This design comes from an exercise in tuning for small area and a short achievable clock period on the open sky130 flow, not from production work.
Function was checked by simulation only, so behaviour that the tests miss may differ from the original.
Power is estimated from default activity; no workload was simulated.

Design instruction_buffer_nway, start of the top module:
module instruction_buffer_nway #(
    parameter int P_ENTRY_W  = 102,
    parameter int P_DEPTH    = 32,
    parameter int P_DEPTH_W  = 5,
    parameter int P_IN_WAYS  = 2,
    parameter int P_OUT_WAYS = 2,
    parameter int P_STOP_TH  = 26
) (
    input  logic                             iCLOCK,
    input  logic                             inRESET,
    input  logic                             iFREE_REFRESH,
    input  logic [P_IN_WAYS-1:0]             iPREVIOUS_VALID,
    input  logic [P_IN_WAYS*P_ENTRY_W-1:0]   iPREVIOUS_DATA,
    output logic                             oPREVIOUS_FETCH_STOP,
    output logic                             oPREVIOUS_LOCK,
    output logic [P_OUT_WAYS-1:0]            oNEXT_VALID,
    output logic [P_OUT_WAYS*P_ENTRY_W-1:0]  oNEXT_DATA,
    input  logic                             iNEXT_LOCK,
    output logic [P_DEPTH_W:0]               oCOUNT
);
make LEC_CHECK=0 CAP_MARGIN=20 CORE_MARGIN=2 CORE_UTILIZATION=60 CTS_CLUSTER_DIAMETER=80 CTS_CLUSTER_SIZE=30 SETUP_SLACK_MARGIN=3.4 SLEW_MARGIN=20 finish   # period 6.0 ns
run.sh (not shown) runs the stock make flow with config.mk's settings and CLKGATE_MAP_FILE= SYNTH_SCRIPT=/design/flow/synth_recipe.tcl, a recipe that flattens the netlist after the stock synthesis.
Next try:
- ABC_CLOCK_PERIOD_IN_PS: not set -> 2800
- CORE_UTILIZATION: 60 -> 50
- CTS_CLUSTER_DIAMETER: 80 -> 70
- CTS_CLUSTER_SIZE: 30 -> 28
- SETUP_SLACK_MARGIN: 3.4 -> 3.2
=> The changed run completed without violations. Clock power is higher by about 9%. Die area is higher by 20%. Global-route usage is lower by 8.8 points. Non-clock buffer count is lower by 366. Worst setup slack got worse by 45 ps. Total power is higher by 1.4%. Count of clock-buffer cells in the layout is lower by 5. Maximum frequency is lower by 1.5%. Clock skew is lower by 3.7 ps.
Next try:
- CORE_UTILIZATION: 50 -> 55
- CTS_CLUSTER_SIZE: 28 -> 24
- SETUP_SLACK_MARGIN: 3.2 -> 3.1
Result: The changed run passed the timing, DRC and antenna checks; final area is lower by 0.72%; cell count fell by 3.5%; die area went down by 9.0%; count of clock-buffer cells in the layout grows by 22; register-to-register slack got worse by 200 ps.
Next try:
==> flow/flow/run.sh (new file) <==
#!/bin/bash
# Standard ORFS layout, with plain buffers (instead of clkdlybuf4s50_1) on the ports.
set -euo pipefail
bash standard.sh BUFFER_PORTS_ARGS="-buffer_cell sky130_fd_sc_hd__buf_2" finish > flow_make.log 2>&1
==> flow/standard.sh (new file) <==
#!/bin/bash
# synth_recipe.tcl (not shown) runs the flow's synth.tcl, then flattens the netlist and writes it again
# the make line also repeats each setting of config.mk as NAME=value (left out here)
make -C /OpenROAD-flow-scripts/flow DESIGN_CONFIG=/design/flow/config.mk WORK_HOME=/design/flow/orfs CLKGATE_MAP_FILE= SYNTH_SCRIPT=/design/flow/synth_recipe.tcl "${@:-finish}"
- CORE_UTILIZATION: 55 -> 60
- SETUP_SLACK_MARGIN: 3.1 -> 3.2
removed: flow/run.sh
Outcome:
- The changed run ran to the end with no violations
- sequential power barely changes
- non-clock buffer count climbs by 59
- clock skew stays flat
- via count climbs by about 3.5%
- die area drops by 8.3%
Next try:
==> flow/run.sh (new file) <==
#!/bin/bash
# synth_recipe.tcl (not shown) runs the flow's synth.tcl, then flattens the netlist and writes it again
# the make line also repeats each setting of config.mk as NAME=value (left out here)
make -C /OpenROAD-flow-scripts/flow DESIGN_CONFIG=/design/flow/config.mk WORK_HOME=/design/flow/orfs CLKGATE_MAP_FILE= SYNTH_SCRIPT=/design/flow/synth_recipe.tcl finish
- CTS_CLUSTER_DIAMETER: 70 -> not set
- CTS_CLUSTER_SIZE: 24 -> not set
removed: flow/flow/run.sh
removed: flow/standard.sh
What happened: The new run completed without violations; via count is lower by 0.77%; design area is higher by 4.4%; worst setup slack gains 19 ps; non-clock buffer count is higher by 1; die area does not change; combinational power is lower by about 3%; wire length is lower by 3.6%; cell count is higher by 2.8%; critical path depth is unchanged; power is higher by 15%.
Next try:
- ABC_CLOCK_PERIOD_IN_PS: 2800 -> not set
- CORE_UTILIZATION: 60 -> 40
- SETUP_SLACK_MARGIN: 3.2 -> not set
The changed run produced a clean layout.
Wire length goes down by 2.8%.
Synthesized cell count does not change.
Worst setup slack loses 1500 ps.

Starting RTL as in the previous note.
## instruction_buffer_nway
module instruction_buffer_nway #(
    parameter int P_ENTRY_W  = 102,
    parameter int P_DEPTH    = 32,
    parameter int P_DEPTH_W  = 5,
    parameter int P_IN_WAYS  = 2,
    parameter int P_OUT_WAYS = 2,
    parameter int P_STOP_TH  = 26
) (
    input  logic                             iCLOCK,
    input  logic                             inRESET,
    input  logic                             iFREE_REFRESH,
    input  logic [P_IN_WAYS-1:0]             iPREVIOUS_VALID,
    input  logic [P_IN_WAYS*P_ENTRY_W-1:0]   iPREVIOUS_DATA,
    output logic                             oPREVIOUS_FETCH_STOP,
    output logic                             oPREVIOUS_LOCK,
    output logic [P_OUT_WAYS-1:0]            oNEXT_VALID,
    output logic [P_OUT_WAYS*P_ENTRY_W-1:0]  oNEXT_DATA,
    input  logic                             iNEXT_LOCK,
    output logic [P_DEPTH_W:0]               oCOUNT
);
make LEC_CHECK=0 ABC_CLOCK_PERIOD_IN_PS=2800 CAP_MARGIN=20 CORE_MARGIN=2 CORE_UTILIZATION=50 CTS_CLUSTER_DIAMETER=70 CTS_CLUSTER_SIZE=24 SETUP_SLACK_MARGIN=3.2 SLEW_MARGIN=20 finish   # period 6.0 ns
Stock flow here: none of the scripts above is used.
Then changed:
Settings changed: ABC_CLOCK_PERIOD_IN_PS 2800 to not set, CORE_UTILIZATION 50 to 70, CTS_BUF_LIST set to sky130_fd_sc_hd__clkbuf_8, CTS_CLUSTER_DIAMETER 70 to 40, CTS_CLUSTER_SIZE 24 to 20.
What happened: The changed run completed with no timing, DRC or antenna violations; clock-buffer cell count increases by 163; via count increases by 2.6%; cell area increases by 0.49%; maximum frequency decreases by 5.2%; global-route usage increases by 11 points; clock power increases by 20%; die area decreases by 28%; power increases by 5.2%; first-iteration DRC count increases by 10%.
Then changed:
Settings changed: ABC_CLOCK_PERIOD_IN_PS set to 2800, CORE_UTILIZATION 70 to 60, CTS_BUF_LIST sky130_fd_sc_hd__clkbuf_8 to not set, CTS_CLUSTER_DIAMETER 40 to 70, CTS_CLUSTER_SIZE 20 to 24, SETUP_SLACK_MARGIN 3.2 to 3.3.
Sequential share of layout area shrinks by 0.14 points.
Power goes down by 4.5%.
Wire length rises by 8.1%.
Worst setup slack gets better by 0.17 ns.
Non-clock buffer count went up by 119.
Global-route usage falls by 4.5 points.
Clock-buffer cell count falls by 146.
Die area came out higher by 17%.
Area after synthesis stays the same.
Via count is about the same.
Cell count rose by 1.4%.
Then changed:
Settings changed: CORE_UTILIZATION 60 to 45, SETUP_SLACK_MARGIN 3.3 to 3.2.
The new run finished with timing, DRC and antenna clean.
Count of clock-buffer cells in the layout fell by 28.
Register-to-register slack got worse by 0.06 ns.
Hold slack gets worse by 0.019 ns.
Worst setup slack got worse by 0.20 ns.
Non-clock buffer count decreases by 71.
Utilization went down by 17 points.
Sequential cell count stays the same.

Setup of north:
Starting RTL as in the previous note.
==> flow/design.v (excerpt) <==
module instruction_buffer_nway #(
    parameter int P_ENTRY_W  = 102,
    parameter int P_DEPTH    = 32,
    parameter int P_DEPTH_W  = 5,
    parameter int P_IN_WAYS  = 2,
    parameter int P_OUT_WAYS = 2,
    parameter int P_STOP_TH  = 26
) (
    input  logic                             iCLOCK,
    input  logic                             inRESET,
    input  logic                             iFREE_REFRESH,
    input  logic [P_IN_WAYS-1:0]             iPREVIOUS_VALID,
    input  logic [P_IN_WAYS*P_ENTRY_W-1:0]   iPREVIOUS_DATA,
    output logic                             oPREVIOUS_FETCH_STOP,
    output logic                             oPREVIOUS_LOCK,
    output logic [P_OUT_WAYS-1:0]            oNEXT_VALID,
    output logic [P_OUT_WAYS*P_ENTRY_W-1:0]  oNEXT_DATA,
    input  logic                             iNEXT_LOCK,
    output logic [P_DEPTH_W:0]               oCOUNT
);
make LEC_CHECK=0 CAP_MARGIN=20 CORE_MARGIN=2 CORE_UTILIZATION=60 CTS_BUF_LIST=sky130_fd_sc_hd__clkbuf_8 CTS_CLUSTER_DIAMETER=50 CTS_CLUSTER_SIZE=16 SETUP_SLACK_MARGIN=3.2 SLEW_MARGIN=20 finish   # period 6.0 ns
Input-level comparison between south and north:
diff --git a/flow/config.mk b/flow/config.mk
--- a/flow/config.mk
+++ b/flow/config.mk
@@ -7,2 +7,3 @@
 export LEC_CHECK = 0
+export ABC_CLOCK_PERIOD_IN_PS = 2800
 export CAP_MARGIN = 20
@@ -10,5 +11,4 @@
 export CORE_UTILIZATION = 60
-export CTS_BUF_LIST = sky130_fd_sc_hd__clkbuf_8
-export CTS_CLUSTER_DIAMETER = 50
-export CTS_CLUSTER_SIZE = 16
+export CTS_CLUSTER_DIAMETER = 70
+export CTS_CLUSTER_SIZE = 24
 export SETUP_SLACK_MARGIN = 3.2
--- outcome ---
In south, fraction of layout cells with a size suffix above 1 is lower than in north.
[south] number of global-route vias before repair fell 723 relative to north
Final core utilization in south vs north: up 0.18 points
Looking at north and south, the worst hold slack after final layout is a wash.
south ends up with higher met1 global-route usage than north does.
When south is set beside north, its global routing met3 resource utilization turns out to be 0.85 points smaller.
Going from north to south, the layout overhead on the synthesized area was found to have gone up by 0.30 points.
Looking only at combinational group power, and setting everything else aside, the higher value of north and south goes to south.
### south -> east
diff --git a/flow/config.mk b/flow/config.mk
--- a/flow/config.mk
+++ b/flow/config.mk
@@ -10,3 +10,3 @@
 export CORE_MARGIN = 2
-export CORE_UTILIZATION = 60
+export CORE_UTILIZATION = 70
 export CTS_CLUSTER_DIAMETER = 70
Comparing max-slew headroom at the worst pin for east and south, the smaller number came from east.
south -> east: cell area power density decreased by a few percent
The higher power dissipated by switching net loads came out of south.
Between south and east, the CTS clock-pin slew for the worst setup and hold paths figures differ only marginally.
south → east: fraction of area in registers rose 0.62 points, total of cells resized after clock tree synthesis lower, setup slack fell by 5.1 ps, total number of cells along the worst setup path +5.
Inputs modified between east and west:
diff --git a/flow/config.mk b/flow/config.mk
--- a/flow/config.mk
+++ b/flow/config.mk
@@ -10,3 +10,3 @@
 export CORE_MARGIN = 2
-export CORE_UTILIZATION = 70
+export CORE_UTILIZATION = 55
 export CTS_CLUSTER_DIAMETER = 70
==> comparison <==
- Between west and east, the combinational power does not differ in any meaningful way.
- The share of the final layout cell area in sequential cells in west sits 0.79 points below the value recorded for east.
- Re post-route fraction of the period consumed by the critical path: east and west aren't equal, and the lower value belongs to west.

==> separate check: timing with driven ports <==
In the flow no input, the clock included, has a driving cell. The finished layouts below were timed again as built, in two steps. Step 1: set_driving_cell puts a clkbuf_16 on iCLOCK and a buf_2 on each other input, an assumption about the parent block. Step 2 adds t to the input delays and takes it off the output delays; t is the mean of the earliest and latest rising clock arrival at the registers after step 1. Input paths then give back, and output paths get back, about the clock's delay inside the block. Slacks: ideal / step 1 / step 2; pairs: ideal / step 1.
| run | t (ns) | setup slack, ns | slew at the worst register clock pin (ns) |
|---|---|---|---|
| the first run of note 1 | 0.952 | 3.006 / 2.912 / 2.210 | 0.12 / 0.12 |
| the second run of note 1 | 0.956 | 2.961 / 2.875 / 2.098 | 0.11 / 0.11 |
| the third run of note 1 | 0.952 | 2.982 / 2.916 / 2.123 | 0.10 / 0.10 |
| the fourth run of note 1 | 0.945 | 2.924 / 2.831 / 2.194 | 0.10 / 0.10 |
| the fifth run of note 1 | 1.046 | 2.942 / 2.852 / 2.139 | 0.07 / 0.07 |
| the sixth run of note 1 | 0.957 | 1.393 / 1.371 / 0.882 | 0.07 / 0.07 |
| the first run of note 2 | 0.953 | 3.000 / 2.917 / 2.185 | 0.10 / 0.10 |
| the second run of note 2 | 1.192 | 2.835 / 2.746 / 2.044 | 0.11 / 0.11 |
| the third run of note 2 | 0.972 | 3.002 / 2.906 / 2.305 | 0.10 / 0.10 |
| the fourth run of note 2 | 0.951 | 2.797 / 2.714 / 2.168 | 0.10 / 0.10 |
| north | 1.183 | 2.772 / 2.680 / 2.014 | 0.11 / 0.11 |
| south | 0.985 | 3.002 / 2.897 / 2.141 | 0.10 / 0.10 |
| east | 0.968 | 2.997 / 2.938 / 2.177 | 0.10 / 0.10 |
| west | 0.951 | 3.026 / 2.935 / 2.176 | 0.10 / 0.10 |
After both steps setup and hold are still met in every run listed. For the second run of note 1, which loses most, drivers alone change the setup slack by -0.086 ns; drivers and shift together by -0.863 ns.
